From an optimization exercise on the open Yosys and OpenROAD flow, aimed at a short achievable clock period and few clock cycles; shortcuts taken in it are not production practice.
In this exercise RTL edits were held to simulation tests only and were not proved equivalent to the original.
No driver is modelled on the clock port, so clocking that relies on it looks cheaper here than on a real chip.
Power is estimated from default activity; no workload was simulated.

[design/flow/config.mk]
export PLATFORM = sky130hd
export DESIGN_NAME = cpuTop
export DESIGN_NICKNAME = cpuTop
export VERILOG_FILES = /design/flow/design.v
export SDC_FILE = /design/flow/constraint.sdc
export NUM_CORES = 4
export LEC_CHECK = 0
export CAP_MARGIN = 20
export CORE_MARGIN = 2
export CORE_UTILIZATION = 40
export PLACE_DENSITY = 0.6
export SLEW_MARGIN = 20
export SYNTH_HIERARCHICAL = 1
export SYNTH_MINIMUM_KEEP_SIZE = 0
[design/flow/standard.sh]
#!/bin/bash
# synth_recipe.tcl (not shown) runs the flow's synth.tcl, then flattens the netlist and writes it again
# the make line also repeats each setting of config.mk as NAME=value (left out here)
make -C /OpenROAD-flow-scripts/flow DESIGN_CONFIG=/design/flow/config.mk WORK_HOME=/design/flow/orfs CLKGATE_MAP_FILE= SYNTH_SCRIPT=/design/flow/synth_recipe.tcl "${@:-finish}"
[design/flow/design.v]
package cpuPkg;
    localparam int DataWidth    = 16;
    localparam int RegAddrWidth = 4;
    localparam logic [3:0] OpAdd   = 4'h8;
    localparam logic [3:0] OpSub   = 4'hC;
    localparam logic [3:0] OpNand  = 4'hB;
    localparam logic [3:0] OpOr    = 4'hF;
    localparam logic [3:0] OpAddi  = 4'h9;
    localparam logic [3:0] OpAddiu = 4'hA;
    localparam logic [3:0] OpSubi  = 4'hD;
    localparam logic [3:0] OpOri   = 4'h6;
    localparam logic [3:0] OpNandi = 4'h7;
    localparam logic [3:0] OpShift = 4'h0;
    localparam logic [3:0] ShiftLeft       = 4'd1;
    localparam logic [3:0] ShiftRightLogic = 4'd2;
    localparam logic [3:0] ShiftRightArith = 4'd3;
    localparam logic [3:0] OpBeq   = 4'h4;
    localparam logic [3:0] OpBne   = 4'h5;
    localparam logic [3:0] OpJump  = 4'h3;
    localparam logic [2:0] AluAdd  = 3'd0;
    localparam logic [2:0] AluSub  = 3'd1;
    localparam logic [2:0] AluSll  = 3'd2;
    localparam logic [2:0] AluSrl  = 3'd3;
    localparam logic [2:0] AluSra  = 3'd4;
    localparam logic [2:0] AluNand = 3'd5;
    localparam logic [2:0] AluOr   = 3'd6;
    localparam logic [1:0] ImmReg  = 2'd0;
    localparam logic [1:0] ImmSext = 2'd1;
    localparam logic [1:0] ImmZext = 2'd2;
    typedef union packed {
        struct packed {
            logic [3:0]              opcode;
            logic [RegAddrWidth-1:0] ra;
            logic [RegAddrWidth-1:0] rb;
            logic [RegAddrWidth-1:0] rc;
        } rView;
        struct packed {
            logic [3:0]              opcode;
            logic [RegAddrWidth-1:0] ra;
            logic [7:0]              imm8;
        } iView;
        struct packed {
            logic [3:0]  opcode;
            logic [11:0] imm12;
        } jView;
    } instrWord;
endpackage
module rdBit (
    input  logic [15:0] sel,
    input  logic [15:0] d,
    output logic        qn
);
    logic [7:0] t;
    logic [1:0] h;
    for (genvar k = 0; k < 8; k++) begin : g_t
        aoi22c u_t (.a1(sel[2*k]), .a2(d[2*k]), .b1(sel[2*k+1]), .b2(d[2*k+1]), .y(t[k]));
    end
    nand4c u_h0 (.a(t[0]), .b(t[1]), .c(t[2]), .d(t[3]), .y(h[0]));
    nand4c u_h1 (.a(t[4]), .b(t[5]), .c(t[6]), .d(t[7]), .y(h[1]));
    nor2c  u_q  (.a(h[0]), .b(h[1]), .y(qn));
endmodule
module aoi22c (input logic a1, input logic a2, input logic b1, input logic b2, output logic y);
    assign y = ~((a1 & a2) | (b1 & b2));
endmodule
module nor2c (input logic a, input logic b, output logic y);
    assign y = ~(a | b);
endmodule
module nand2bc (input logic an, input logic b, output logic y);
    assign y = ~(~an & b);
endmodule
module mux2c (input logic s, input logic a, input logic b, output logic y);
    assign y = s ? a : b;
endmodule
module invc (input logic a, output logic y);
    assign y = ~a;
endmodule
module opBit (
    input  logic sW,
    input  logic sX,
    input  logic sY,
    input  logic w,
    input  logic xn,
    input  logic yn,
    output logic q
);
    logic nw, nx, ny;
    nand2c  u_w (.a(sW), .b(w), .y(nw));
    nand2bc u_x (.an(xn), .b(sX), .y(nx));
    nand2bc u_y (.an(yn), .b(sY), .y(ny));
    nand3c u_q (.a(nw), .b(nx), .c(ny), .y(q));
endmodule
module nand2c (input logic a, input logic b, output logic y);
    assign y = ~(a & b);
endmodule
module nand3c (input logic a, input logic b, input logic c, output logic y);
    assign y = ~(a & b & c);
endmodule
module nand4c (input logic a, input logic b, input logic c, input logic d, output logic y);
    assign y = ~(a & b & c & d);
endmodule
module opSel (
    input  logic        sW,
    input  logic        sX,
    input  logic        sY,
    input  logic [15:0] w,
    input  logic [15:0] xn,
    input  logic [15:0] yn,
    output logic [15:0] q
);
    for (genvar i = 0; i < 16; i++) begin : g_b
        opBit u_b (.sW(sW), .sX(sX), .sY(sY), .w(w[i]), .xn(xn[i]), .yn(yn[i]), .q(q[i]));
    end
endmodule
module regRead (
    input  logic [255:0] regsFlat,
    input  logic [15:0]  sel,
    output logic [15:0]  rdn
);
    for (genvar i = 0; i < 16; i++) begin : g_b
        logic [15:0] col;
        for (genvar j = 0; j < 16; j++) begin : g_c
            assign col[j] = regsFlat[16*j + i];
        end
        rdBit u_b (.sel(sel), .d(col), .qn(rdn[i]));
    end
endmodule
module opBit4 (
    input  logic sW,
    input  logic sX,
    input  logic sY,
    input  logic sZ,
    input  logic w,
    input  logic xn,
    input  logic yn,
    input  logic z,
    output logic q
);
    logic nw, nx, ny, nz;
    nand2c  u_w (.a(sW), .b(w), .y(nw));
    nand2bc u_x (.an(xn), .b(sX), .y(nx));
    nand2bc u_y (.an(yn), .b(sY), .y(ny));
    nand2c  u_z (.a(sZ), .b(z), .y(nz));
    nand4c u_q (.a(nw), .b(nx), .c(ny), .d(nz), .y(q));
endmodule
module opSel4 (
    input  logic        sW,
    input  logic        sX,
    input  logic        sY,
    input  logic        sZ,
    input  logic [15:0] w,
    input  logic [15:0] xn,
    input  logic [15:0] yn,
    input  logic [15:0] z,
    output logic [15:0] q
);
    for (genvar i = 0; i < 16; i++) begin : g_b
        opBit4 u_b (.sW(sW), .sX(sX), .sY(sY), .sZ(sZ), .w(w[i]), .xn(xn[i]), .yn(yn[i]),
                    .z(z[i]), .q(q[i]));
    end
endmodule
import cpuPkg::*;
module pcUnit #(
    parameter logic [15:0] resetPc = '0
) (
    input  logic         rst,
    input  logic [15:0]  pcR,
    input  logic         reqR,
    input  logic [15:0]  iw,
    input  logic         eBr,
    input  logic         eBne,
    input  logic [3:0]   eOff,
    input  logic [15:0]  opA,
    input  logic [15:0]  opB,
    output logic [15:0]  pcD,
    output logic         reqD,
    output logic         brWaitD
);
    logic [3:0] op, fa, fb, fc;
    assign op = iw[15:12];
    assign fa = iw[11:8];
    assign fb = iw[7:4];
    assign fc = iw[3:0];
    logic isBr, isJmp;
    assign isBr  = (op == OpBeq) || (op == OpBne);
    assign isJmp = (op == OpJump);
    logic [14:0] pcInc, jt, btF, btE;
    ksAdd #(.W(15)) u_inc (.a(pcR[15:1]), .b(15'd0), .ci(1'b1), .s(pcInc));
    ksAdd #(.W(15)) u_jt  (.a(pcR[15:1]), .b({{3{iw[11]}}, iw[11:0]}), .ci(1'b1), .s(jt));
    ksAdd #(.W(15)) u_btf (.a(pcR[15:1]), .b({{11{fc[3]}}, fc}), .ci(1'b1), .s(btF));
    ksAdd #(.W(15)) u_bte (.a(pcR[15:1]), .b({{11{eOff[3]}}, eOff}), .ci(1'b0), .s(btE));
    logic brStatic, takenF, brWait;
    assign brStatic = (fa == fb) || (fc == 4'd0);
    assign takenF   = isBr && (fa == fb) && !op[0] && (fc != 4'd0);
    assign brWait   = isBr && !brStatic;
    logic eqE, takenE;
    assign eqE = (opA == opB);
    assign takenE = eBr && (eqE ^ eBne);
    logic selR, selJ, selB, selI, selE, selH;
    assign selR = rst;
    assign selJ = !rst && reqR && isJmp;
    assign selB = !rst && reqR && takenF;
    assign selI = !rst && reqR && !isJmp && !takenF;
    assign selE = !rst && !reqR && takenE;
    assign selH = !rst && !reqR && !takenE;
    pcMux u_mux (
        .selR (selR), .selJ (selJ), .selB (selB), .selI (selI), .selE (selE), .selH (selH),
        .rstV (resetPc[15:1]), .jt (jt), .btF (btF), .pcInc (pcInc), .btE (btE), .pcH (pcR[15:1]),
        .pcD  (pcD[15:1])
    );
    assign pcD[0]  = 1'b0;
    assign reqD    = rst || !(reqR && brWait);
    assign brWaitD = !rst && reqR && brWait;
endmodule
module pcMux (
    input  logic        selR,
    input  logic        selJ,
    input  logic        selB,
    input  logic        selI,
    input  logic        selE,
    input  logic        selH,
    input  logic [14:0] rstV,
    input  logic [14:0] jt,
    input  logic [14:0] btF,
    input  logic [14:0] pcInc,
    input  logic [14:0] btE,
    input  logic [14:0] pcH,
    output logic [14:0] pcD
);
    assign pcD = ({15{selR}} & rstV) | ({15{selJ}} & jt) | ({15{selB}} & btF)
               | ({15{selI}} & pcInc) | ({15{selE}} & btE) | ({15{selH}} & pcH);
endmodule
module aluUnit (
    input  logic [15:0] opA,
    input  logic [15:0] opB,
    input  logic        eSub,
    input  logic        eArith,
    input  logic        eNand,
    input  logic        eOr,
    input  logic        eSll,
    input  logic        eSrl,
    input  logic        eSra,
    input  logic [3:0]  eShamt,
    output logic [15:0] res
);
    logic [15:0] bX, sum, logicRes;
    assign bX = opB ^ {16{eSub}};
    ksAdd #(.W(16)) u_add (.a(opA), .b(bX), .ci(eSub), .s(sum));
    always_comb begin
        logicRes = '0;
        if (eNand) logicRes = logicRes | ~(opA & opB);
        if (eOr)   logicRes = logicRes | (opA | opB);
        if (eSll)  logicRes = logicRes | (opA << eShamt);
        if (eSrl)  logicRes = logicRes | (opA >> eShamt);
        if (eSra)  logicRes = logicRes | 16'($signed(opA) >>> eShamt);
    end
    assign res = eArith ? sum : logicRes;
endmodule
module ksAdd #(
    parameter int W = 16
) (
    input  logic [W-1:0] a,
    input  logic [W-1:0] b,
    input  logic         ci,
    output logic [W-1:0] s,
    output logic [W-1:0] pOut,    
    output logic [W-1:0] cOut     
);
    localparam int L = (W > 8) ? 4 : (W > 4) ? 3 : (W > 2) ? 2 : 1;
    logic [W-1:0] g [L+1];
    logic [W-1:0] p [L+1];
    logic [W-1:0] p0;
    for (genvar i = 0; i < W; i++) begin : g_pg
        if (i == 0) begin : g_first
            addCell0 u_c (.a(a[i]), .b(b[i]), .ci(ci), .g(g[0][i]), .p(p0[i]));
        end else begin : g_rest
            addPg u_c (.a(a[i]), .b(b[i]), .g(g[0][i]), .p(p0[i]));
        end
    end
    assign p[0] = p0;
    for (genvar l = 1; l <= L; l++) begin : g_l
        for (genvar i = 0; i < W; i++) begin : g_i
            if (i >= (1 << (l - 1))) begin : g_comb
                if (l % 2 == 1) begin : g_odd
                    pfxTrueIn u_c (.gh(g[l-1][i]), .ph(p[l-1][i]),
                                   .gl(g[l-1][i - (1 << (l - 1))]), .pl(p[l-1][i - (1 << (l - 1))]),
                                   .gn(g[l][i]), .pn(p[l][i]));
                end else begin : g_even
                    pfxInvIn u_c (.ghn(g[l-1][i]), .phn(p[l-1][i]),
                                  .gln(g[l-1][i - (1 << (l - 1))]), .pln(p[l-1][i - (1 << (l - 1))]),
                                  .g(g[l][i]), .p(p[l][i]));
                end
            end else begin : g_pass
                pfxInv u_g (.a(g[l-1][i]), .y(g[l][i]));
                pfxInv u_p (.a(p[l-1][i]), .y(p[l][i]));
            end
        end
    end
    assign pOut = p0;
    assign cOut[0] = ci;
    for (genvar i = 1; i < W; i++) begin : g_c
        if (L % 2 == 0) begin : g_ct
            assign cOut[i] = g[L][i-1];
        end else begin : g_cn
            assign cOut[i] = ~g[L][i-1];
        end
    end
    for (genvar i = 0; i < W; i++) begin : g_s
        if (i == 0) begin : g_s0
            addSum u_c (.p(p0[i]), .c(ci), .s(s[i]));
        end else if (L % 2 == 0) begin : g_st
            addSum u_c (.p(p0[i]), .c(g[L][i-1]), .s(s[i]));
        end else begin : g_sn
            addSumN u_c (.p(p0[i]), .cn(g[L][i-1]), .s(s[i]));
        end
    end
endmodule
module addCell0 (input logic a, input logic b, input logic ci, output logic g, output logic p);
    assign g = (a & b) | ((a | b) & ci);
    assign p = a ^ b;
endmodule
module addPg (input logic a, input logic b, output logic g, output logic p);
    assign g = a & b;
    assign p = a ^ b;
endmodule
module pfxTrueIn (input logic gh, input logic ph, input logic gl, input logic pl,
                  output logic gn, output logic pn);
    assign gn = ~(gh | (ph & gl));
    assign pn = ~(ph & pl);
endmodule
module pfxInvIn (input logic ghn, input logic phn, input logic gln, input logic pln,
                 output logic g, output logic p);
    assign g = ~(ghn & (phn | gln));
    assign p = ~(phn | pln);
endmodule
module pfxInv (input logic a, output logic y);
    assign y = ~a;
endmodule
module addSum (input logic p, input logic c, output logic s);
    assign s = p ^ c;
endmodule
module addSumN (input logic p, input logic cn, output logic s);
    assign s = ~(p ^ cn);
endmodule
import cpuPkg::*;
module cpuTop #(
    parameter logic [DataWidth-1:0] resetPc = '0
) (
    input  logic                    clk,
    input  logic                    rst,
    output logic [DataWidth-1:0]    pc,
    output logic                    instrReq,
    input  cpuPkg::instrWord                instr,
    output logic                    regWrEn,
    output logic [RegAddrWidth-1:0] regWrAddr,
    output logic [DataWidth-1:0]    regWrData
);
    logic [15:0] pcR;
    logic        reqR;
    logic [15:0] regs [16];
    logic        eWr;         
    logic        eBr;         
    logic        eBne;
    logic [3:0]  eRa;
    logic [15:0] opA, opB;        
    logic [3:0]  eShamt;
    logic [3:0]  eOff;
    logic        eSub, eArith, eNand, eOr, eSll, eSrl, eSra;
    logic        wrEnR;
    logic [3:0]  wrAddrR;
    logic [15:0] wrDataR;
    logic [15:0] wbData;
    logic [15:0] wSel;
    assign pc        = pcR;
    assign instrReq  = reqR;
    assign regWrEn   = wrEnR;
    assign regWrAddr = wrAddrR;
    assign regWrData = wrDataR;
    logic [15:0] iw;
    logic [3:0]  op, fa, fb, fc;
    assign iw = instr;
    assign op = iw[15:12];
    assign fa = iw[11:8];
    assign fb = iw[7:4];
    assign fc = iw[3:0];
    logic isR, isImm, isShift, isBr, isWr;
    logic dSub, dArith, dNand, dOr, dSll, dSrl, dSra;
    always_comb begin
        isR = 1'b0; isImm = 1'b0; isShift = 1'b0; isBr = 1'b0;
        dSub = 1'b0; dArith = 1'b0; dNand = 1'b0; dOr = 1'b0;
        dSll = 1'b0; dSrl = 1'b0; dSra = 1'b0;
        case (op)
            OpAdd:   begin isR = 1'b1;   dArith = 1'b1; end
            OpSub:   begin isR = 1'b1;   dArith = 1'b1; dSub = 1'b1; end
            OpNand:  begin isR = 1'b1;   dNand = 1'b1; end
            OpOr:    begin isR = 1'b1;   dOr   = 1'b1; end
            OpAddi:  begin isImm = 1'b1; dArith = 1'b1; end
            OpAddiu: begin isImm = 1'b1; dArith = 1'b1; end
            OpSubi:  begin isImm = 1'b1; dArith = 1'b1; dSub = 1'b1; end
            OpOri:   begin isImm = 1'b1; dOr   = 1'b1; end
            OpNandi: begin isImm = 1'b1; dNand = 1'b1; end
            OpShift: begin
                case (fc)
                    ShiftLeft:       begin isShift = 1'b1; dSll = 1'b1; end
                    ShiftRightLogic: begin isShift = 1'b1; dSrl = 1'b1; end
                    ShiftRightArith: begin isShift = 1'b1; dSra = 1'b1; end
                    default: ;
                endcase
            end
            OpBeq, OpBne: isBr = 1'b1;
            default: ;
        endcase
        isWr = isR | isImm | isShift;
    end
    logic [255:0] regsFlat;
    logic [15:0]  selA, selB, selC;
    logic [15:0]  rdAn, rdBn, rdCn;    
    assign regsFlat[15:0] = '0;
    for (genvar j = 1; j < 16; j++) begin : g_flat
        assign regsFlat[16*j +: 16] = wSel[j] ? wbData : regs[j];
    end
    always_comb begin
        for (int j = 0; j < 16; j++) begin
            selA[j] = (fa == j[3:0]);
            selB[j] = (fb == j[3:0]);
            selC[j] = (fc == j[3:0]);
        end
    end
    regRead u_rda (.regsFlat(regsFlat), .sel(selA), .rdn(rdAn));
    regRead u_rdb (.regsFlat(regsFlat), .sel(selB), .rdn(rdBn));
    regRead u_rdc (.regsFlat(regsFlat), .sel(selC), .rdn(rdCn));
    logic eNz, f1a, f1b, f1c;
    assign eNz = eWr && (eRa != 4'd0);
    assign f1a = eNz && (fa == eRa);
    assign f1b = eNz && (fb == eRa);
    assign f1c = eNz && (fc == eRa);
    logic        fwdA, fwdB;
    logic [15:0] immVal, opAD, opBD;
    assign fwdA   = isR ? f1b : f1a;
    assign fwdB   = (isR && f1c) || (isBr && f1b);
    assign immVal = {{8{iw[7] & (op != OpAddiu)}}, iw[7:0]};
    opSel u_opa (
        .sW (fwdA), .sX (isR && !fwdA), .sY (!isR && !fwdA),
        .w  (res),  .xn (rdBn),         .yn (rdAn),
        .q  (opAD)
    );
    opSel4 u_opb (
        .sW (fwdB), .sX (isR && !fwdB), .sY (isBr && !fwdB), .sZ (!isR && !isBr && !fwdB),
        .w  (res),  .xn (rdCn),         .yn (rdBn),          .z  (immVal),
        .q  (opBD)
    );
    logic [15:0] pcD;
    logic        reqD, brWaitD;
    pcUnit #(
        .resetPc (resetPc)
    ) u_pc (
        .rst       (rst),
        .pcR       (pcR),
        .reqR      (reqR),
        .iw        (iw),
        .eBr       (eBr),
        .eBne      (eBne),
        .eOff      (eOff),
        .opA       (opA),
        .opB       (opB),
        .pcD       (pcD),
        .reqD      (reqD),
        .brWaitD   (brWaitD)
    );
    logic [15:0] res;
    aluUnit u_alu (
        .opA    (opA),
        .opB    (opB),
        .eSub   (eSub),
        .eArith (eArith),
        .eNand  (eNand),
        .eOr    (eOr),
        .eSll   (eSll),
        .eSrl   (eSrl),
        .eSra   (eSra),
        .eShamt (eShamt),
        .res    (res)
    );
    always_ff @(posedge clk) begin
        pcR  <= pcD;
        reqR <= reqD;
        eBr  <= brWaitD;
        if (rst) begin
            eWr     <= 1'b0;
            wrEnR   <= 1'b0;
        end else begin
            eWr   <= reqR && isWr;
            wrEnR <= eWr;
        end
    end
    always_ff @(posedge clk) begin
        for (int j = 0; j < 16; j++) begin
            wSel[j] <= !rst && eWr && (j != 0) && (eRa == j[3:0]);
        end
    end
    always_ff @(posedge clk) begin
        eRa     <= fa;
        eBne    <= op[0];
        eShamt  <= fb;
        eOff    <= fc;
        eSub    <= dSub;
        eArith  <= dArith;
        eNand   <= dNand;
        eOr     <= dOr;
        eSll    <= dSll;
        eSrl    <= dSrl;
        eSra    <= dSra;
        opA     <= opAD;
        opB     <= opBD;
        wrAddrR <= eRa;
        wrDataR <= res;
        if (eWr) begin
            wbData <= res;
        end
    end
    assign regs[0] = '0;
    for (genvar j = 1; j < 16; j++) begin : g_rf
        always_ff @(posedge clk) begin
            if (rst) begin
                regs[j] <= '0;
            end else if (wSel[j]) begin
                regs[j] <= wbData;
            end
        end
    end
endmodule
[design/flow/flow/run.sh]
#!/bin/bash
# The standard layout (standard.sh) with these changes:
#  - no full-adder extraction in synthesis (ADDER_MAP_FILE empty), so the
#    hand-built prefix adders keep their structure;
#  - timing repair may swap cells across footprints (MATCH_CELL_FOOTPRINT 0);
#  - ports are buffered with buf_8 cells;
set -euo pipefail
F=$PWD/flow
KNOBS=(ADDER_MAP_FILE= MATCH_CELL_FOOTPRINT=0 "BUFFER_PORTS_ARGS=-buffer_cell sky130_fd_sc_hd__buf_8"
       SETUP_SLACK_MARGIN=5.4)
bash standard.sh "${KNOBS[@]}" "POST_CTS_TCL=$F/extra_cts.tcl" cts > make_cts.log 2>&1
bash standard.sh "${KNOBS[@]}" "PRE_GLOBAL_ROUTE_TCL=$F/relax_outputs.tcl" \
    "POST_GLOBAL_ROUTE_TCL=$F/restore_outputs.tcl" finish > make_finish.log 2>&1
[design/flow/flow/relax_outputs.tcl]
# Optimisation aid: while the timing repair runs, the output ports' external
# delay is lowered so that the repair, which stops improving once its worst
# path cannot be improved, is not held up by the output paths (flip-flop to
# port, nothing to repair there) and keeps working on the other paths.
# restore_outputs.tcl puts the design's output delay back before the step
# writes its results.
set_output_delay 0.8 -clock [get_clocks core_clock] [all_outputs]
[design/flow/constraint.sdc]
create_clock -name core_clock -period 8.0 [get_ports {clk}]
set_input_delay 1.6000 -clock core_clock [delete_from_list [all_inputs] [get_ports {clk}]]
set_output_delay 1.6000 -clock core_clock [all_outputs]
set_load 0.01 [all_outputs]
[design/flow/flow/restore_outputs.tcl]
# Puts back the design's output delay (20% of the 8 ns period), see
# relax_outputs.tcl.
set_output_delay 1.6 -clock [get_clocks core_clock] [all_outputs]
[design/flow/flow/extra_cts.tcl]
source [file join [file dirname [info script]] relax_outputs.tcl]
repair_timing -setup -setup_margin 5.45 -hold_margin 0 -repair_tns 100 -verbose
detailed_placement
check_placement -verbose
source [file join [file dirname [info script]] restore_outputs.tcl]
==> results of run 1 <==
[state kept, by name, indices dropped and copies added (netlist names), 15 cells and up]
register and count:
regs 240, pcR 16, wbData 16, wSel 15, opA 16, opB 16, wrDataR 16
[worst register-to-register path: stages (launching register included)]
cell and delay (ps):
dfxtp_1 1090, mux2_2 500, a22oi_2 160, nand4_1 350, nor2_2 230, nand2b_4 160
nand3_4 90
[through the flow]
stage               hold slack (ps)  area, sq um  setup slack [ps]    util
floorplan                     331.9        28020              4878       -
global placement              562.3        29550              3922  0.4415
detailed placement            559.7        29570              3863  0.4418
finish                        590.4        35360              5277  0.5284
[power breakdown]
part           switching, uW  internal (uW)  leakage, uW
Sequential               156           1920      0.00299
Clock                    929           1460     0.000864
Combinational           1560            971      0.00914
Total                   2640           4350       0.0130
[cell type report]
class / instances / area, sq um
antenna: 1 / 2.502
clock buffer: 60 / 1380
clock inverter: 24 / 376.6
fill: 5820 / 31560
inverter: 90 / 345.3
multi-input combinational: 2355 / 20770
sequential: 363 / 7547
tap: 873 / 1092
timing repair buffer: 297 / 3837
timing repair inverter: 1 / 7.507
[how the worst max path moves through the flow]
stage | startpoint | endpoint | slack (ps)
detailed placement | rst | regs[3][14] | 3860
finish | instr[4] | opA[15] | 5280
global placement | rst | regs[12][8] | 3920
floorplan | instr[4] | opB[0] | 4880
[cells in the final DEF (no fill, tap or decap), drive strengths merged, types with 11 or more instances in the layout]
master / n
mux2i: 15
nand2: 188
xor2: 176
edfxtp: 16
buf: 278
a22oi: 432
nand2b: 86
mux2: 260
dfxtp: 347
a21oi: 152
o21ai: 103
clkinv: 11
and2: 68
mux4: 18
clkbuf: 79
inv: 93
xnor2: 26
nor2: 188
nand3: 41
nor3: 49
conb: 101
nor2b: 247
nand4: 118
[layer usage]
metal	share of wire	global-route usage	wire length, um	up-vias
met1	0.41	0.3941	44660	12463
met2	0.44	0.4633	47830	1396
met4	0.062	0.1642	6768	6
li1	-	-	-	10925
met5	0.00041	0	45	-
met3	0.093	0.05556	10210	381
==> impl_results.md, run 1 <==
- Worst R2R Setup Slack: 5300 ps
- Worst setup SP type: input port
- Peak VDD IR: 0.0001640 V
- Hold crit path type: flop to flop
- DRT iter0 DRCs: 2777
- Total power: 6994 uW
- Clock slew at reported path FFs: 60 ps
- Worst hold start: eRa[3]
- CTS Sinks: 363
- Fmax: 367.3 MHz
- Setup violators final: 0
- First-pass GRT wire length: 158500 um
- Pwr per Cell Area: 197.8 mW/mm^2
- Clock skew: 47.07 ps
- Die Wd: 263.5 um
- CP max FO: 8
- Cells after Synth: 2845
- Hold path cells: 1
- Detail Route Antenna Nets: 0
- Hold endpoint: wrAddrR[3]
- IO Port Bufs: 55
- Crit Reg-Reg Startpoint: wSel[11]
- Vias in the first global route: 24.57k
- RR Endpoint: opA[15]
- Cells after DPL: 3779
- DRC Markers: 0
- Global Route Usage Sum: 0.2996
- Mapped Area: 0.02693 sq mm
- Initial antenna violation count: 7
- Buf+Inv Stages, Crit Path: 2
- Fin cells: 4064
- FP Rows: 95
- YS warnings: 17
- Hpwl dp: 68440 um
- Crit end category: flop
- Fin crit period: 2723 ps
- Crit path top cell by count: nand2b_4
- Via/cell ratio: 6.194
- Worst Path Arrival: 3210 ps
- Mean routed wirelength per cell: 26.95 um
- Outcome: no timing/DRC/antenna violations
- Final Slew Violations: 0
- Setup TNS: 0 ps
- Die height: 263.5 um
- Routed WL: 109500 um
- Initial Util: 0.4024
- Number of nets in the layout: 3171
- Share of cells above drive strength 1: 0.4868
- GP Congestion: 0.9684
- Crit path kind: input port to flop
- Levels on crit path: 9
- Via count: 25.17k
- Grt ovf: 0
- Core Region: 0.06692 sq mm
- Worst rel slew slack: 0.1931
- Worst Reg-to-Reg Cells: 6
- Req. time, crit path: 8490 ps
- Iteration count of the initial detailed-routing pass: 6
- Worst path cell trace: buf_16, nand2b_4, nor2_4, buf_12, a22oi_2, nand4_1, nor2_2, nand2b_4, nand3_4
- Static Leak: 0.01300 uW
- Hold Fails Final Rpt: 0
- Max-Cap Viols: 0
- Avg Cell Area, Syn: 9.464 sq um
- CP max-delay cell: nand4_1
- CTS tree: done
- Slew @ Worst Pin: 1209 ps
- Area growth from synthesis to layout: 31.33%
- Die ar.: 0.06941 sq mm
- Max incr delay on CP: 350 ps
- Clock latency (worst-skew pair): 630 ps
- Final worst path period share: 0.3403
- Delay-heaviest family, CP: simple AND/OR/NAND/NOR gates
- Largest net degree at the start of global routing: 104
- Top Ports: 56
Testbench counts, summed over its fixed seeds: cycles 25,372.
==> run 2, diff against run 1 <==
--- a/design/flow/design.v
+++ b/design/flow/design.v
@@ -49,14 +49,19 @@
     input  logic [15:0] sel,
     input  logic [15:0] d,
-    output logic        qn
+    output logic        q
 );
     logic [7:0] t;
-    logic [1:0] h;
+    logic [3:0] u;
+    logic [1:0] v;
     for (genvar k = 0; k < 8; k++) begin : g_t
         aoi22c u_t (.a1(sel[2*k]), .a2(d[2*k]), .b1(sel[2*k+1]), .b2(d[2*k+1]), .y(t[k]));
     end
-    nand4c u_h0 (.a(t[0]), .b(t[1]), .c(t[2]), .d(t[3]), .y(h[0]));
-    nand4c u_h1 (.a(t[4]), .b(t[5]), .c(t[6]), .d(t[7]), .y(h[1]));
-    nor2c  u_q  (.a(h[0]), .b(h[1]), .y(qn));
+    for (genvar k = 0; k < 4; k++) begin : g_u
+        nand2c u_u (.a(t[2*k]), .b(t[2*k+1]), .y(u[k]));
+    end
+    for (genvar k = 0; k < 2; k++) begin : g_v
+        nor2c u_v (.a(u[2*k]), .b(u[2*k+1]), .y(v[k]));
+    end
+    nand2c u_q (.a(v[0]), .b(v[1]), .y(q));
 endmodule
 module aoi22c (input logic a1, input logic a2, input logic b1, input logic b2, output logic y);
@@ -76,17 +81,40 @@
 endmodule
 module opBit (
-    input  logic sW,
+    input  logic sA,
+    input  logic sL,
     input  logic sX,
     input  logic sY,
-    input  logic w,
-    input  logic xn,
-    input  logic yn,
+    input  logic sZ,
+    input  logic a,
+    input  logic l,
+    input  logic x,
+    input  logic y,
+    input  logic z,
     output logic q
 );
-    logic nw, nx, ny;
-    nand2c  u_w (.a(sW), .b(w), .y(nw));
-    nand2bc u_x (.an(xn), .b(sX), .y(nx));
-    nand2bc u_y (.an(yn), .b(sY), .y(ny));
-    nand3c u_q (.a(nw), .b(nx), .c(ny), .y(q));
+    logic na, nl, nx, nyz;
+    nand2c u_a (.a(sA), .b(a), .y(na));
+    nand2c u_l (.a(sL), .b(l), .y(nl));
+    nand2c u_x (.a(sX), .b(x), .y(nx));
+    aoi22c u_y (.a1(sY), .a2(y), .b1(sZ), .b2(z), .y(nyz));
+    nand4c u_q (.a(na), .b(nl), .c(nx), .d(nyz), .y(q));
+endmodule
+module opSel (
+    input  logic        sA,
+    input  logic        sL,
+    input  logic        sX,
+    input  logic        sY,
+    input  logic        sZ,
+    input  logic [15:0] a,
+    input  logic [15:0] l,
+    input  logic [15:0] x,
+    input  logic [15:0] y,
+    input  logic [15:0] z,
+    output logic [15:0] q
+);
+    for (genvar i = 0; i < 16; i++) begin : g_b
+        opBit u_b (.sA(sA), .sL(sL), .sX(sX), .sY(sY), .sZ(sZ),
+                   .a(a[i]), .l(l[i]), .x(x[i]), .y(y[i]), .z(z[i]), .q(q[i]));
+    end
 endmodule
 module nand2c (input logic a, input logic b, output logic y);
@@ -99,21 +127,8 @@
     assign y = ~(a & b & c & d);
 endmodule
-module opSel (
-    input  logic        sW,
-    input  logic        sX,
-    input  logic        sY,
-    input  logic [15:0] w,
-    input  logic [15:0] xn,
-    input  logic [15:0] yn,
-    output logic [15:0] q
-);
-    for (genvar i = 0; i < 16; i++) begin : g_b
-        opBit u_b (.sW(sW), .sX(sX), .sY(sY), .w(w[i]), .xn(xn[i]), .yn(yn[i]), .q(q[i]));
-    end
-endmodule
 module regRead (
     input  logic [255:0] regsFlat,
     input  logic [15:0]  sel,
-    output logic [15:0]  rdn
+    output logic [15:0]  rd
 );
     for (genvar i = 0; i < 16; i++) begin : g_b
@@ -122,39 +137,5 @@
             assign col[j] = regsFlat[16*j + i];
         end
-        rdBit u_b (.sel(sel), .d(col), .qn(rdn[i]));
-    end
-endmodule
-module opBit4 (
-    input  logic sW,
-    input  logic sX,
-    input  logic sY,
-    input  logic sZ,
-    input  logic w,
-    input  logic xn,
-    input  logic yn,
-    input  logic z,
-    output logic q
-);
-    logic nw, nx, ny, nz;
-    nand2c  u_w (.a(sW), .b(w), .y(nw));
-    nand2bc u_x (.an(xn), .b(sX), .y(nx));
-    nand2bc u_y (.an(yn), .b(sY), .y(ny));
-    nand2c  u_z (.a(sZ), .b(z), .y(nz));
-    nand4c u_q (.a(nw), .b(nx), .c(ny), .d(nz), .y(q));
-endmodule
-module opSel4 (
-    input  logic        sW,
-    input  logic        sX,
-    input  logic        sY,
-    input  logic        sZ,
-    input  logic [15:0] w,
-    input  logic [15:0] xn,
-    input  logic [15:0] yn,
-    input  logic [15:0] z,
-    output logic [15:0] q
-);
-    for (genvar i = 0; i < 16; i++) begin : g_b
-        opBit4 u_b (.sW(sW), .sX(sX), .sY(sY), .sZ(sZ), .w(w[i]), .xn(xn[i]), .yn(yn[i]),
-                    .z(z[i]), .q(q[i]));
+        rdBit u_b (.sel(sel), .d(col), .q(rd[i]));
     end
 endmodule
@@ -241,7 +222,9 @@
     input  logic        eSra,
     input  logic [3:0]  eShamt,
+    output logic [15:0] sum,
+    output logic [15:0] logicRes,
     output logic [15:0] res
 );
-    logic [15:0] bX, sum, logicRes;
+    logic [15:0] bX;
     assign bX = opB ^ {16{eSub}};
     ksAdd #(.W(16)) u_add (.a(opA), .b(bX), .ci(eSub), .s(sum));
@@ -363,4 +346,5 @@
     logic [3:0]  eRa;
     logic [15:0] opA, opB;        
+    logic [15:0] sum, logicRes, res;    
     logic [3:0]  eShamt;
     logic [3:0]  eOff;
@@ -414,5 +398,5 @@
     logic [255:0] regsFlat;
     logic [15:0]  selA, selB, selC;
-    logic [15:0]  rdAn, rdBn, rdCn;    
+    logic [15:0]  rdA, rdB, rdC;
     assign regsFlat[15:0] = '0;
     for (genvar j = 1; j < 16; j++) begin : g_flat
@@ -426,7 +410,7 @@
         end
     end
-    regRead u_rda (.regsFlat(regsFlat), .sel(selA), .rdn(rdAn));
-    regRead u_rdb (.regsFlat(regsFlat), .sel(selB), .rdn(rdBn));
-    regRead u_rdc (.regsFlat(regsFlat), .sel(selC), .rdn(rdCn));
+    regRead u_rda (.regsFlat(regsFlat), .sel(selA), .rd(rdA));
+    regRead u_rdb (.regsFlat(regsFlat), .sel(selB), .rd(rdB));
+    regRead u_rdc (.regsFlat(regsFlat), .sel(selC), .rd(rdC));
     logic eNz, f1a, f1b, f1c;
     assign eNz = eWr && (eRa != 4'd0);
@@ -440,11 +424,13 @@
     assign immVal = {{8{iw[7] & (op != OpAddiu)}}, iw[7:0]};
     opSel u_opa (
-        .sW (fwdA), .sX (isR && !fwdA), .sY (!isR && !fwdA),
-        .w  (res),  .xn (rdBn),         .yn (rdAn),
+        .sA (fwdA && eArith), .sL (fwdA && !eArith), .sX (isR && !fwdA), .sY (!isR && !fwdA),
+        .sZ (1'b0),
+        .a  (sum),  .l (logicRes), .x (rdB), .y (rdA), .z (immVal),
         .q  (opAD)
     );
-    opSel4 u_opb (
-        .sW (fwdB), .sX (isR && !fwdB), .sY (isBr && !fwdB), .sZ (!isR && !isBr && !fwdB),
-        .w  (res),  .xn (rdCn),         .yn (rdBn),          .z  (immVal),
+    opSel u_opb (
+        .sA (fwdB && eArith), .sL (fwdB && !eArith), .sX (isR && !fwdB), .sY (isBr && !fwdB),
+        .sZ (!isR && !isBr && !fwdB),
+        .a  (sum),  .l (logicRes), .x (rdC), .y (rdB), .z (immVal),
         .q  (opBD)
     );
@@ -456,5 +442,5 @@
         .rst       (rst),
         .pcR       (pcR),
-        .reqR      (reqR),
+        .reqR      (!eBr),
         .iw        (iw),
         .eBr       (eBr),
@@ -467,5 +453,4 @@
         .brWaitD   (brWaitD)
     );
-    logic [15:0] res;
     aluUnit u_alu (
         .opA    (opA),
@@ -479,4 +464,6 @@
         .eSra   (eSra),
         .eShamt (eShamt),
+        .sum    (sum),
+        .logicRes (logicRes),
         .res    (res)
     );
@@ -489,5 +476,5 @@
             wrEnR   <= 1'b0;
         end else begin
-            eWr   <= reqR && isWr;
+            eWr   <= !eBr && isWr;
             wrEnR <= eWr;
         end
==> impl_results.md, run 2 <==
- Outcome: no timing/DRC/antenna violations
- Mapped Area: 0.02790 sq mm (+3.6%)
- Static Leak: 0.01379 uW (+6.1%)
- Worst path cell trace: buf_8, buf_8
- Hold endpoint: eWr
- Max reg flops: 240 (unchanged)
- Hold crit path type: flop to flop
- Clock skew: 15.35 ps (-31.73 ps)
- Hpwl dp: 64630 um (-5.6%)
- Worst hold start: eBr
- Top reg by flops: regs
- Die height: 268.1 um (+1.8%)
- Grt ovf: 0 (unchanged)
- Largest net degree at the start of global routing: 95 (-8.7%)
- Area post-placement: 0.03077 sq mm (+4.1%)
- Clock latency (worst-skew pair): 590 ps (-40 ps)
- DRC Markers: 0 (unchanged)
- Routed WL: 102700 um (-6.2%)
- Worst Setup Slack, final: 5261 ps (-16.34 ps)
- Avg Cell Area, Syn: 9.094 sq um (-3.9%)
- Detail Route Antenna Nets: 0 (unchanged)
- Fin crit period: 2739 ps (+16.34 ps)
- Worst setup path start: pcR[6]
- IO Port Bufs: 55 (unchanged)
- Worst rel slew slack: 0.2347 (+0.04159)
- Hold Fails Final Rpt: 0 (unchanged)
- Top Ports: 56 (unchanged)
- Die Wd: 268.1 um (+1.8%)
- Final core utilization: 0.5173 (-0.01109)
- Initial Util: 0.4054 (+0.003003)
- Share of cells above drive strength 1: 0.4831 (-0.003738)
- Final Slew Violations: 0 (unchanged)
- Worst Path Arrival: 1140 ps (-2070 ps)
- Via/cell ratio: 5.794 (-6.5%)
- Cells after Synth: 3068 (+7.8%)
- Worst R2R Setup Slack: 5370 ps (+70 ps)
- Mean routed wirelength per cell: 23.86 um (-11%)
- Commonest non-fill, non-tap cells in the layout: a22oi_2 (440), nand2_1 (433), dfxtp_1 (289)
- Fin cells: 4303 (+5.9%)
- Number of nets in the layout: 3355 (+5.8%)
- Post-place setup slack: 3839 ps (-23.83 ps)
- FP Rows: 96 (+1.1%)
- CTS tree: done
- Pwr per Cell Area: 194.1 mW/mm^2 (-1.8%)
- Max-Cap Viols: 0 (unchanged)
- Vias in the first global route: 24.08k (-2.0%)
- Hold path cells: 1 (unchanged)
- Crit end category: output pin
- DRT iter0 DRCs: 2267 (-18%)
- Initial antenna violation count: 0 (-7)
- Iteration count of the initial detailed-routing pass: 6 (unchanged)
- Area growth from synthesis to layout: 27.63%
- Core Region: 0.06883 sq mm (+2.8%)
- Crit Reg-Reg Startpoint: wSel[12]
- Fmax: 365.1 MHz (-0.60%)
- Final worst path period share: 0.3424 (+0.002042)
- Peak VDD IR: 0.0001557 V (-5.1%)
- CP max-delay cell: dfxtp_1
- RR Endpoint: opA[2]
- Die ar.: 0.07188 sq mm (+3.6%)
- Setup TNS: 0 ps (unchanged)
- Design area: 0.03561 sq mm (+0.69%)
- Slew @ Worst Pin: 1146 ps (-62.30 ps)
- Setup violators final: 0 (unchanged)
- Worst Reg-to-Reg Cells: 7 (+1)
- Max incr delay on CP: 340 ps (about the same)
- First-pass GRT wire length: 152300 um (-3.9%)
- Via count: 24.93k (-0.95%)
- Crit path top cell by count: buf_8
- Crit path kind: flop to output pin
- Global Route Usage Sum: 0.2792 (-0.02047)
- Cells after DPL: 4078 (+7.9%)
- CP max FO: 2 (-6)
- CTS Sinks: 363 (unchanged)
- Worst setup SP type: flop
- Ant diodes: 0 (-1)
- Most common cell after layout, fill and taps aside: a22oi_2
- GP Congestion: 0.9419 (-2.7%)
- YS warnings: 17 (unchanged)
- Clock slew at reported path FFs: 60 ps (about the same)
- Req. time, crit path: 6400 ps (-2090 ps)
-- run 2: changes by cell type in the layout (fill, tap and decap cells not counted), sizes merged, moves of 26 or more --
cell / before / now
buf: 278 / 240
nand2b: 86 / 27
a22oi: 432 / 464
nand2: 188 / 477
nand4: 118 / 43
nor2: 188 / 214
-- run 2: how the worst max path moves through the flow --
stage                 endpoint  depth (start not counted)
floorplan              opB[10]                          9
global placement    regs[4][4]                          4
detailed placement  regs[4][4]                          4
finish                   pc[6]                          2
-- run 2: cell type report --
cell class	instances	area [sq um]
sequential	363	7540
fill	6326	33220
timing repair buffer	250	3298
multi-input combinational	2591	21720
clock inverter	20	275.3
inverter	87	329.1
clock buffer	61	1275
tap	931	1165
-- run 2: per-layer routing --
metal | track usage | wire length, um | up-vias
li1 | - | - | 11414
met1 | 0.3841 | 44880 | 12275
met2 | 0.4350 | 45760 | 991
met3 | 0.04334 | 7300 | 251
met4 | 0.1148 | 4743 | 0
met5 | 0 | 0 | -
-- run 2: worst max-delay path: cells and delay by family, from the launching register on --
kind / cells / cell delay (ps)
buffers and inverters: 2 / 230
DFF: 1 / 340
-- run 2: report_power, final --
part	switching, uW	internal [uW]
Combinational	1610	1020
Sequential	185	1930
Clock	855	1310
-- run 2: metrics by stage --
step                      power (uW)  hold slack (ps)
after detailed placement        4317            442.9
after global placement          4328            448.9
final                           6912            450.5
after floorplan                 3661            325.8
Testbench counts of run 2, summed over its fixed seeds: cycles 25,372.
==> run 3, diff against run 2 <==
==> design/flow/flow/run.sh (replaced) <==
#!/bin/bash
# The standard layout (standard.sh) with these changes:
#  - no full-adder extraction in synthesis (ADDER_MAP_FILE empty), so the
#    hand-built prefix adders keep their structure;
#  - timing repair may swap cells across footprints (MATCH_CELL_FOOTPRINT 0);
#  - timing repair aims at a setup margin of 5.4 ns;
#  - ports are buffered with buf_8 cells.
# make's full output goes to make_finish.log; ORFS's per-step logs stay under orfs/logs.
set -euo pipefail
bash standard.sh ADDER_MAP_FILE= MATCH_CELL_FOOTPRINT=0 SETUP_SLACK_MARGIN=5.4 \
    "BUFFER_PORTS_ARGS=-buffer_cell sky130_fd_sc_hd__buf_8" finish > make_finish.log 2>&1
removed: design/flow/flow/extra_cts.tcl
removed: design/flow/flow/relax_outputs.tcl
removed: design/flow/flow/restore_outputs.tcl
==> impl_results.md, run 3 <==
- Most common cell after layout, fill and taps aside: a22oi_2
- YS warnings: 17 (unchanged)
- Hold crit path type: flop to flop
- Detail Route Antenna Nets: 0 (unchanged)
- Avg Cell Area, Syn: 9.094 sq um (unchanged)
- Worst setup path start: pcR[6]
- Worst hold start: eBr
- Max-Cap Viols: 0 (unchanged)
- Final Slew Violations: 0 (unchanged)
- Clock skew: 12.78 ps (-2.570 ps)
- CP max FO: 2 (unchanged)
- Static Leak: 0.01389 uW (+0.72%)
- Iteration count of the initial detailed-routing pass: 6 (unchanged)
- RSZ-0062 raised after global routing: yes
- Number of nets in the layout: 3373 (+0.54%)
- Via/cell ratio: 5.781 (-0.22%)
- Initial Util: 0.4054 (unchanged)
- Comb pwr share: 0.384 (+0.003)
- Req. time, crit path: 6400 ps (about the same)
- Clock latency (worst-skew pair): 580 ps (about the same)
- IO Port Bufs: 55 (unchanged)
- Grt ovf: 0 (unchanged)
- CTS buffer count: 44
- CTS tree: done
- Clock slew at reported path FFs: 60 ps (about the same)
- CP max-delay cell: dfxtp_2
- Top reg by flops: regs
- # fillers: 6303 (-0.36%)
- Initial antenna violation count: 0 (unchanged)
- Clk root buf: clkbuf_16
- CTS Sinks: 363 (unchanged)
- DRC Markers: 0 (unchanged)
- Crit Reg-Reg Startpoint: wSel[12]
- Crit path kind: flop to output pin
- Hpwl dp: 64630 um (unchanged)
- Ant diodes: 0 (unchanged)
- Commonest non-fill, non-tap cells in the layout: a22oi_2 (440), nand2_1 (421), dfxtp_1 (290)
- Cells after Synth: 3068 (unchanged)
- Final worst path period share: 0.3417 (-0.0007050)
- Slew @ Worst Pin: 1174 ps (+27.29 ps)
- FP Rows: 96 (unchanged)
- Net switching power: 2665 uW (+0.68%)
- Mapped Area: 0.02790 sq mm (unchanged)
- Area occupied by multi-input gates: 0.02186 sq mm (+0.62%)
- Die height: 268.1 um (unchanged)
- Worst path cell trace: buf_8, buf_8
- Crit end category: output pin
- First-pass GRT wire length: 150000 um (-1.5%)
- Worst setup SP type: flop
- Mean routed wirelength per cell: 23.67 um (-0.80%)
- Share of cells above drive strength 1: 0.4932 (+0.01012)
- Max incr delay on CP: 320 ps (-20 ps)
- Die Wd: 268.1 um (unchanged)
- Fmax: 365.8 MHz (+0.21%)
- Global Route Usage Sum: 0.2745 (-0.004677)
- Core Region: 0.06883 sq mm (unchanged)
- Area growth from synthesis to layout: 28.49%
- DRT iter0 DRCs: 2387 (+5.3%)
- Register area: 0.007538 sq mm (about the same)
- Pwr per Cell Area: 193.8 mW/mm^2 (-0.19%)
- Die ar.: 0.07188 sq mm (unchanged)
- Worst Path Arrival: 1130 ps (about the same)
- H-tree depth: 2
- Largest net degree at the start of global routing: 95 (unchanged)
- Buf+Inv Stages, Crit Path: 2 (unchanged)
- Vias in the first global route: 23.91k (-0.72%)
- GP Congestion: 0.9419 (unchanged)
- Max reg flops: 240 (unchanged)
- Switch share: 0.3836 (+0.0007356)
- Post-place setup slack: 3839 ps (unchanged)
- Fin crit period: 2733 ps (-5.640 ps)
- Outcome: no timing/DRC/antenna violations
- Sequential Power Share: 0.305 (about the same)
- Crit path top cell by count: buf_8
- Pint: 4281 uW (+0.37%)
- Worst rel slew slack: 0.2164 (-0.01822)
- Max clock buf depth: 3
- Routed WL: 102300 um (-0.38%)
- Peak VDD IR: 0.0001571 V (+0.92%)
- Delay-heaviest family, CP: flip-flops
- Clock group share of total power: 0.311 (-0.002)
- Setup TNS: 0 ps (unchanged)
- Worst Setup Slack, final: 5267 ps (+5.640 ps)
- Top Ports: 56 (unchanged)
- Setup violators final: 0 (unchanged)
- Hold Fails Final Rpt: 0 (unchanged)
- Via count: 24.98k (+0.19%)
## run 3: per-layer routing
| metal | GRT usage | wire (um) | vias up |
|---|---|---|---|
| met5 | 0 | 0 | - |
| met4 | 0.1116 | 4628 | 0 |
| met3 | 0.04243 | 7598 | 241 |
| met2 | 0.4277 | 45410 | 1024 |
| met1 | 0.3783 | 44660 | 12280 |
| li1 | - | - | 11434 |
## run 3: layout make-up
cell class,count,area share
repair buffers,268,0.09504
clock inverters,20,0.007679
inverters,87,0.009179
multi-input cells,2591,0.6098
clock buffers,61,0.03557
flip-flops and latches,363,0.2103
well taps,931,0.03249
## run 3: path summary, 6_finish.rpt
kind / endpoint / slack, ps / cells after the start
max: pc[6] / 5270 / 2
max reg2reg: opA[0] / 5340 / 7
min: eWr / 450 / 1
min reg2reg: eWr / 450 / 1
## run 3: power by group through the flow
stage | combinational [uW] | sequential [uW] | clock, uW
6_report | 2670 | 2120 | 2160
5_1_grt | 2840 | 2120 | 2290
4_1_cts | 2410 | 2110 | 2200
3_5_place_dp | 2090 | 2230 | 0
3_3_place_gp | 2100 | 2230 | 0
2_1_floorplan | 1570 | 2090 | 0
## run 3: through the flow
stage / cells / hold slack [ps] / util / power (uW) / area [sq um]
after floorplan: 3182 / 325.8 / - / 3661 / 29150
after global placement: 4078 / 448.9 / 0.4470 / 4328 / 30770
after detailed placement: 4078 / 442.9 / 0.4470 / 4317 / 30770
after CTS: 4247 / 452.2 / 0.4998 / 6723 / 34400
after global routing: 4321 / 460.5 / 0.5209 / 7244 / 35850
final: 4321 / 450.3 / 0.5209 / 6946 / 35850
## run 3: worst register-to-register path, cell delays in order (launching register included)
cell,delay [ps]
dfxtp_1,1090
mux2_2,490
a22oi_2,180
nand2_1,120
nor2_4,160
nand2_2,100
a22oi_2,260
nand4_1,130
## run 3: repair_timing
| action | in CTS | in global routing |
|---|---|---|
| pin swaps | 34 | 99 |
| hold buffers | 0 | 0 |
| resized for setup | 242 | 183 |
| cloned | 4 | 6 |
| setup buffers | 84 | 68 |
| endpoints found under the setup margin | 214 | 153 |
==> run 4, diff against run 3 <==
--- a/design/flow/design.v
+++ b/design/flow/design.v
@@ -81,11 +81,10 @@
 endmodule
 module opBit (
-    input  logic sA,
-    input  logic sL,
+    input  logic fwd,
+    input  logic fwdn,
     input  logic sX,
     input  logic sY,
     input  logic sZ,
-    input  logic a,
-    input  logic l,
+    input  logic r,
     input  logic x,
     input  logic y,
@@ -93,19 +92,18 @@
     output logic q
 );
-    logic na, nl, nx, nyz;
-    nand2c u_a (.a(sA), .b(a), .y(na));
-    nand2c u_l (.a(sL), .b(l), .y(nl));
-    nand2c u_x (.a(sX), .b(x), .y(nx));
-    aoi22c u_y (.a1(sY), .a2(y), .b1(sZ), .b2(z), .y(nyz));
-    nand4c u_q (.a(na), .b(nl), .c(nx), .d(nyz), .y(q));
+    logic nr, nx, ny, nz;
+    nand2c u_r (.a(fwd), .b(r), .y(nr));
+    nand3c u_x (.a(sX), .b(fwdn), .c(x), .y(nx));
+    nand3c u_y (.a(sY), .b(fwdn), .c(y), .y(ny));
+    nand3c u_z (.a(sZ), .b(fwdn), .c(z), .y(nz));
+    nand4c u_q (.a(nr), .b(nx), .c(ny), .d(nz), .y(q));
 endmodule
 module opSel (
-    input  logic        sA,
-    input  logic        sL,
+    input  logic        fwd,
+    input  logic        fwdn,
     input  logic        sX,
     input  logic        sY,
     input  logic        sZ,
-    input  logic [15:0] a,
-    input  logic [15:0] l,
+    input  logic [15:0] r,
     input  logic [15:0] x,
     input  logic [15:0] y,
@@ -114,6 +112,6 @@
 );
     for (genvar i = 0; i < 16; i++) begin : g_b
-        opBit u_b (.sA(sA), .sL(sL), .sX(sX), .sY(sY), .sZ(sZ),
-                   .a(a[i]), .l(l[i]), .x(x[i]), .y(y[i]), .z(z[i]), .q(q[i]));
+        opBit u_b (.fwd(fwd), .fwdn(fwdn), .sX(sX), .sY(sY), .sZ(sZ),
+                   .r(r[i]), .x(x[i]), .y(y[i]), .z(z[i]), .q(q[i]));
     end
 endmodule
@@ -424,14 +422,12 @@
     assign immVal = {{8{iw[7] & (op != OpAddiu)}}, iw[7:0]};
     opSel u_opa (
-        .sA (fwdA && eArith), .sL (fwdA && !eArith), .sX (isR && !fwdA), .sY (!isR && !fwdA),
-        .sZ (1'b0),
-        .a  (sum),  .l (logicRes), .x (rdB), .y (rdA), .z (immVal),
-        .q  (opAD)
+        .fwd (fwdA), .fwdn (!fwdA), .sX (isR), .sY (!isR), .sZ (1'b0),
+        .r   (res),  .x    (rdB),   .y  (rdA), .z  (immVal),
+        .q   (opAD)
     );
     opSel u_opb (
-        .sA (fwdB && eArith), .sL (fwdB && !eArith), .sX (isR && !fwdB), .sY (isBr && !fwdB),
-        .sZ (!isR && !isBr && !fwdB),
-        .a  (sum),  .l (logicRes), .x (rdC), .y (rdB), .z (immVal),
-        .q  (opBD)
+        .fwd (fwdB), .fwdn (!fwdB), .sX (isR), .sY (isBr), .sZ (!isR && !isBr),
+        .r   (res),  .x    (rdC),   .y  (rdB), .z  (immVal),
+        .q   (opBD)
     );
     logic [15:0] pcD;
==> impl_results.md, run 4 <==
- Crit Reg-Reg Startpoint: opB[5]
- Clock latency (worst-skew pair): 610 ps (+30 ps)
- Buf+Inv Stages, Crit Path: 1 (-1)
- Max clock buf depth: 3 (unchanged)
- Routed WL: 104100 um (+1.7%)
- Max-Cap Viols: 0 (unchanged)
- CTS buffer count: 44 (unchanged)
- Hold endpoint: eWr
- Initial Util: 0.4031 (-0.002234)
- RR Endpoint: opA[6]
- CP max-delay cell: dfxtp_4
- Hold Fails Final Rpt: 0 (unchanged)
- Hold Slack: 468.3 ps (+18.02 ps)
- Largest net degree at the start of global routing: 118 (+24%)
- Fin crit period: 2685 ps (-48.20 ps)
- YS warnings: 17 (unchanged)
- Worst Setup Slack, final: 5315 ps (+48.20 ps)
- Share of cells above drive strength 1: 0.4811 (-0.01208)
- Core Region: 0.06847 sq mm (-0.52%)
- IO Port Bufs: 55 (unchanged)
- Via count: 25.07k (+0.36%)
- CTS Sinks: 363 (unchanged)
- Mapped Area: 0.02760 sq mm (-1.1%)
- Worst rel slew slack: 0.1910 (-0.02546)
- Worst path cell trace: buf_8
- CP max FO: 2 (unchanged)
- Peak VDD IR: 0.0001666 V (+6.0%)
- Hold path cells: 1 (unchanged)
- Commonest non-fill, non-tap cells in the layout: a22oi_2 (407), nand2_1 (384), dfxtp_1 (284)
- Die height: 266.7 um (-0.53%)
- # fillers: 6273 (-0.48%)
- Static Leak: 0.01355 uW (-2.4%)
- Most common cell after layout, fill and taps aside: a22oi_2
- DRT iter0 DRCs: 2687 (+13%)
- Die ar.: 0.07112 sq mm (-1.1%)
- Area post-placement: 0.03032 sq mm (-1.5%)
- CTS tree: done
- FP Rows: 96 (unchanged)
- Hold buffer count at CTS: 0 (unchanged)
- Outcome: no timing/DRC/antenna violations
- Top Ports: 56 (unchanged)
- Pwr per Cell Area: 195.4 mW/mm^2 (+0.86%)
- Final worst path period share: 0.3357 (-0.006025)
- GP Congestion: 0.9321 (-1.0%)
- Global Route Usage Sum: 0.2815 (+0.007013)
- Top reg by flops: regs
- Clock skew: 21.97 ps (+9.193 ps)
- RSZ-0062 raised after global routing: yes
- First-pass GRT wire length: 151800 um (+1.2%)
- Hpwl dp: 65850 um (+1.9%)
- Worst hold start: eBr
- Number of nets in the layout: 3325 (-1.4%)
- Design area: 0.03503 sq mm (-2.3%)
- Die Wd: 266.7 um (-0.53%)
- Slew @ Worst Pin: 1212 ps (+38.14 ps)
- Req. time, crit path: 6400 ps (about the same)
- Mean routed wirelength per cell: 24.65 um (+4.1%)
- Crit path kind: flop to output pin
- Vias in the first global route: 23.85k (-0.24%)
- H-tree depth: 2 (unchanged)
- Max reg flops: 240 (unchanged)
- Via/cell ratio: 5.938 (+2.7%)
- Worst Reg-to-Reg Cells: 14 (+7)
- Area growth from synthesis to layout: 26.93%
- Detail Route Antenna Nets: 0 (unchanged)
- Cells after Synth: 3052 (-0.52%)
- Ant diodes: 0 (unchanged)
- Setup TNS: 0 ps (unchanged)
- Grt ovf: 0 (unchanged)
- Initial antenna violation count: 2 (+2)
- Avg Cell Area, Syn: 9.043 sq um (-0.55%)
- DRC Markers: 0 (unchanged)
- Fmax: 372.4 MHz (+1.8%)
- Setup violators final: 0 (unchanged)
- Worst Path Arrival: 1090 ps (-40 ps)
- Post-place setup slack: 3939 ps (+99.51 ps)
- Hold crit path type: flop to flop
- Iteration count of the initial detailed-routing pass: 5 (-1)
- Worst R2R Setup Slack: 5420 ps (+80 ps)
- Final Slew Violations: 0 (unchanged)
- Clk root buf: clkbuf_16
- Levels on crit path: 1 (-1)
- Crit end category: output pin
- Max incr delay on CP: 390 ps (+70 ps)
- Delay-heaviest family, CP: flip-flops
- Clock slew at reported path FFs: 60 ps (about the same)
- Worst setup SP type: flop
-- run 4: cell types whose count changed in the layout (fill, tap and decap cells not counted), moves of 12 or more --
cell,delta
nand3_1,+92
nand2_1,-37
a22oi_2,-33
buf_4,-32
nand2_2,-25
nor2_2,+20
mux2_1,-18
mux2_2,+17
nor2_1,-12
xor2_2,+12
-- run 4: through the flow --
stage | util | std cells | total power (uW)
global placement | 0.4420 | 4004 | 4346
finish | 0.5117 | 4222 | 6846
detailed placement | 0.4428 | 4007 | 4342
global route | 0.5117 | 4222 | 7112
floorplan | - | 3166 | 3654
CTS | 0.4891 | 4165 | 6600
-- run 4: where the power goes --
part	total, uW	switching, uW	internal [uW]
sequential	2130	192	1940
combinational	2630	1620	1010
clock	2080	877	1210
total	6850	2690	4160
-- run 4: routing by layer --
layer / global-route usage / part of all wire / vias to the layer above
met5: 0 / 0 / -
met4: 0.1295 / 0.051 / 0
met3: 0.04539 / 0.085 / 268
met2: 0.4406 / 0.44 / 1211
met1: 0.3792 / 0.42 / 12253
li1: - / - / 11337
-- run 4: how the worst max path moves through the flow --
stage,start,end
after floorplan,instr[13],opA[0]
after global placement,rst,regs[11][4]
after detailed placement,rst,regs[10][6]
after CTS,pcR[1],pc[1]
after global routing,pcR[1],pc[1]
final,pcR[1],pc[1]
-- run 4: what timing repair did --
action / CTS / global route
gates cloned: 7 / 6
setup buffers: 72 / 50
pin swaps: 31 / 64
endpoints found under the hold margin: 0 / 0
resized for setup: 179 / 208
endpoints found under the setup margin: 247 / 161
-- run 4: area by class of cell --
class / instances / area (sq um) / share of cell area
inverter: 87 / 332.8 / 0.009500
timing repair buffer: 228 / 3018 / 0.08615
multi-input combinational: 2583 / 21560 / 0.6153
clock buffer: 57 / 1210 / 0.03454
sequential: 363 / 7548 / 0.2155
clock inverter: 22 / 262.8 / 0.007500
tap: 882 / 1104 / 0.03150
Testbench counts of run 4, summed over its fixed seeds: cycles 25,372.
==> run 5, diff against run 4 <==
==> design/flow/flow/run.sh (replaced) <==
#!/bin/bash
# The standard layout (standard.sh) with these changes:
#  - no full-adder extraction in synthesis (ADDER_MAP_FILE empty), so the
#    hand-built prefix adders keep their structure;
#  - timing repair may swap cells across footprints (MATCH_CELL_FOOTPRINT 0);
#  - ports are buffered with buf_8 cells;
set -euo pipefail
F=$PWD/flow
KNOBS=(ADDER_MAP_FILE= MATCH_CELL_FOOTPRINT=0 "BUFFER_PORTS_ARGS=-buffer_cell sky130_fd_sc_hd__buf_8"
       SETUP_SLACK_MARGIN=5.4)
bash standard.sh "${KNOBS[@]}" "POST_CTS_TCL=$F/extra_cts.tcl" cts > make_cts.log 2>&1
bash standard.sh "${KNOBS[@]}" "PRE_GLOBAL_ROUTE_TCL=$F/relax_outputs.tcl" \
    "POST_GLOBAL_ROUTE_TCL=$F/restore_outputs.tcl" finish > make_finish.log 2>&1
==> design/flow/flow/extra_cts.tcl (new file) <==
source [file join [file dirname [info script]] relax_outputs.tcl]
repair_timing -setup -setup_margin 5.45 -hold_margin 0 -repair_tns 100 -verbose
detailed_placement
check_placement -verbose
source [file join [file dirname [info script]] restore_outputs.tcl]
==> design/flow/flow/relax_outputs.tcl (new file) <==
# Optimisation aid: while the timing repair runs, the output ports' external
# delay is lowered so that the repair, which stops improving once its worst
# path cannot be improved, is not held up by the output paths (flip-flop to
# port, nothing to repair there) and keeps working on the other paths.
# restore_outputs.tcl puts the design's output delay back before the step
# writes its results.
set_output_delay 0.8 -clock [get_clocks core_clock] [all_outputs]
==> design/flow/flow/restore_outputs.tcl (new file) <==
# Puts back the design's output delay (20% of the 8 ns period), see
# relax_outputs.tcl.
set_output_delay 1.6 -clock [get_clocks core_clock] [all_outputs]
==> impl_results.md, run 5 <==
- Pwr per Cell Area: 195.6 mW/mm^2 (about the same)
- Number of nets in the layout: 3316 (-0.27%)
- Routed WL: 103400 um (-0.65%)
- Max reg flops: 240 (unchanged)
- CP max FO: 2 (unchanged)
- Die Wd: 266.7 um (unchanged)
- Worst hold start: eBr
- Delay-heaviest family, CP: flip-flops
- Peak VDD IR: 0.0001653 V (-0.78%)
- Core Region: 0.06847 sq mm (unchanged)
- Final Slew Violations: 0 (unchanged)
- Design area: 0.03484 sq mm (-0.54%)
- Final worst path period share: 0.3357 (about the same)
- Avg Cell Area, Syn: 9.043 sq um (unchanged)
- CP max-delay cell: dfxtp_4
- Share of cells above drive strength 1: 0.4752 (-0.005905)
- CTS tree: done
- Top reg by flops: regs
- Die height: 266.7 um (unchanged)
- Hold crit path type: flop to flop
- Die ar.: 0.07112 sq mm (unchanged)
- Hold endpoint: eWr
- DRT iter0 DRCs: 2451 (-8.8%)
- CTS Sinks: 363 (unchanged)
- Fin crit period: 2685 ps (+0.2800 ps)
- IO Port Bufs: 55 (unchanged)
- Vias in the first global route: 23.98k (+0.53%)
- Cells after Synth: 3052 (unchanged)
- Global Route Usage Sum: 0.2833 (+0.001812)
- Slew @ Worst Pin: 1215 ps (+2.646 ps)
- Clock slew at reported path FFs: 60 ps (about the same)
- Area growth from synthesis to layout: 26.25%
- Via count: 24.97k (-0.41%)
- Initial antenna violation count: 1 (-1)
- Top Ports: 56 (unchanged)
- Hold path cells: 1 (unchanged)
- Worst Path Arrival: 1090 ps (about the same)
- Crit Reg-Reg Startpoint: eShamt[2]
- Setup TNS: 0 ps (unchanged)
- Worst setup SP type: flop
- Worst path cell trace: buf_8
- Worst rel slew slack: 0.1892 (-0.001766)
- Final core utilization: 0.5089 (-0.002742)
- First-pass GRT wire length: 152700 um (+0.64%)
- GP Congestion: 0.9321 (unchanged)
- Iteration count of the initial detailed-routing pass: 5 (unchanged)
- Worst Reg-to-Reg Cells: 8 (-6)
- Max-Cap Viols: 0 (unchanged)
- Req. time, crit path: 6400 ps (about the same)
- Hold Fails Final Rpt: 0 (unchanged)
- Worst R2R Setup Slack: 5430 ps (about the same)
- Setup violators final: 0 (unchanged)
- Commonest non-fill, non-tap cells in the layout: a22oi_2 (406), nand2_1 (388), dfxtp_1 (283)
- Via/cell ratio: 5.925 (-0.22%)
- Mapped Area: 0.02760 sq mm (unchanged)
- Hpwl dp: 65850 um (unchanged)
- Grt ovf: 0 (unchanged)
- Mean routed wirelength per cell: 24.54 um (-0.46%)
- Fmax: 372.4 MHz (about the same)
- Clock latency (worst-skew pair): 610 ps (about the same)
- Outcome: no timing/DRC/antenna violations
- Detail Route Antenna Nets: 0 (unchanged)
- RR Endpoint: opB[7]
- FP Rows: 96 (unchanged)
- Area post-placement: 0.03032 sq mm (unchanged)
- Static Leak: 0.01349 uW (-0.48%)
- DRC Markers: 0 (unchanged)
- Buf+Inv Stages, Crit Path: 1 (unchanged)
- YS warnings: 17 (unchanged)
- Crit end category: output pin
- Crit path kind: flop to output pin
- Max incr delay on CP: 390 ps (about the same)
- Most common cell after layout, fill and taps aside: a22oi_2
- Largest net degree at the start of global routing: 118 (unchanged)
- Clock skew: 23.49 ps (+1.521 ps)
- Initial Util: 0.4031 (unchanged)
## run 5: how the worst max path moves through the flow
stage | start | endpoint | slack (ps) | cells after the start
final | pcR[1] | pc[1] | 5310 | 1
after floorplan | instr[13] | opA[0] | 4620 | 6
after detailed placement | rst | regs[10][6] | 3940 | 4
after global placement | rst | regs[11][4] | 3990 | 4
## run 5: area by class of cell
class / instances / area (sq um)
Antenna cell: 1 / 2.502
Clock buffer: 57 / 1210
Clock inverter: 22 / 262.8
Fill cell: 6311 / 33620
Inverter: 87 / 332.8
Multi-Input combinational cell: 2582 / 21440
Sequential cell: 363 / 7550
Tap cell: 882 / 1104
Timing Repair Buffer: 220 / 2940
## run 5: stage by stage
step	hold slack, ps	setup slack [ps]	instances	power (uW)
6_report	473.4	5315	4214	6815
3_5_place_dp	458.0	3939	4007	4342
3_3_place_gp	457.4	3986	4004	4346
2_1_floorplan	325.8	4617	3166	3654
## run 5: per-layer routing
layer	up-vias	global-route usage	share of wire	wire [um]
li1	11311	-	-	-
met1	12190	0.3815	0.42	43290
met2	1210	0.4451	0.45	46060
met3	255	0.04558	0.087	8977
met4	0	0.1274	0.049	5071
met5	-	0	0	0
## run 5: report_power, final
part	switching, uW	leakage (uW)	internal, uW
clock network	873	0.000727	1210
registers	190	0.00299	1940
logic	1610	0.00977	1000
total	2670	0.0135	4150

port drivers added, routing unchanged:
Ports are ideal in the flow. The routed layouts listed here were re-timed in OpenROAD.
Step 1 (the two cells are an assumption about what drives the block):
set clk [get_ports {clk}]
set_driving_cell -lib_cell sky130_fd_sc_hd__clkbuf_16 $clk
set_driving_cell -lib_cell sky130_fd_sc_hd__buf_2 [delete_from_list [all_inputs] $clk]
Step 2 moves the port delays by t, midway between the first and last clock arrival at a register: inputs arrive t later, outputs are due t later. That takes back most of the time a late clock gives input paths.
a / b / c = ideal / step 1 / step 2; a / b = the first two.
run | shift t [ns] | slack for setup (ns) | worst setup path at the end | latest minus earliest clock arrival (ns) | slew at the worst register clock pin (ns)
run 1 | 0.659 | 5.277 / 5.142 / 4.483 | input to register | 0.050 / 0.050 | 0.07 / 0.07
run 2 | 0.641 | 5.261 / 5.170 / 4.529 | input to register | 0.019 / 0.019 | 0.07 / 0.07
run 3 | 0.640 | 5.267 / 5.182 / 4.542 | input to register | 0.017 / 0.018 | 0.07 / 0.07
run 4 | 0.661 | 5.315 / 5.179 / 4.518 | input to register | 0.024 / 0.025 | 0.07 / 0.07
run 5 | 0.659 | 5.315 / 5.185 / 4.527 | input to register | 0.027 / 0.027 | 0.07 / 0.07
After both steps every run listed still meets setup and hold. The setup slack of run 4, which loses most, moves by -0.136 ns with the drivers and by -0.797 ns with both steps.
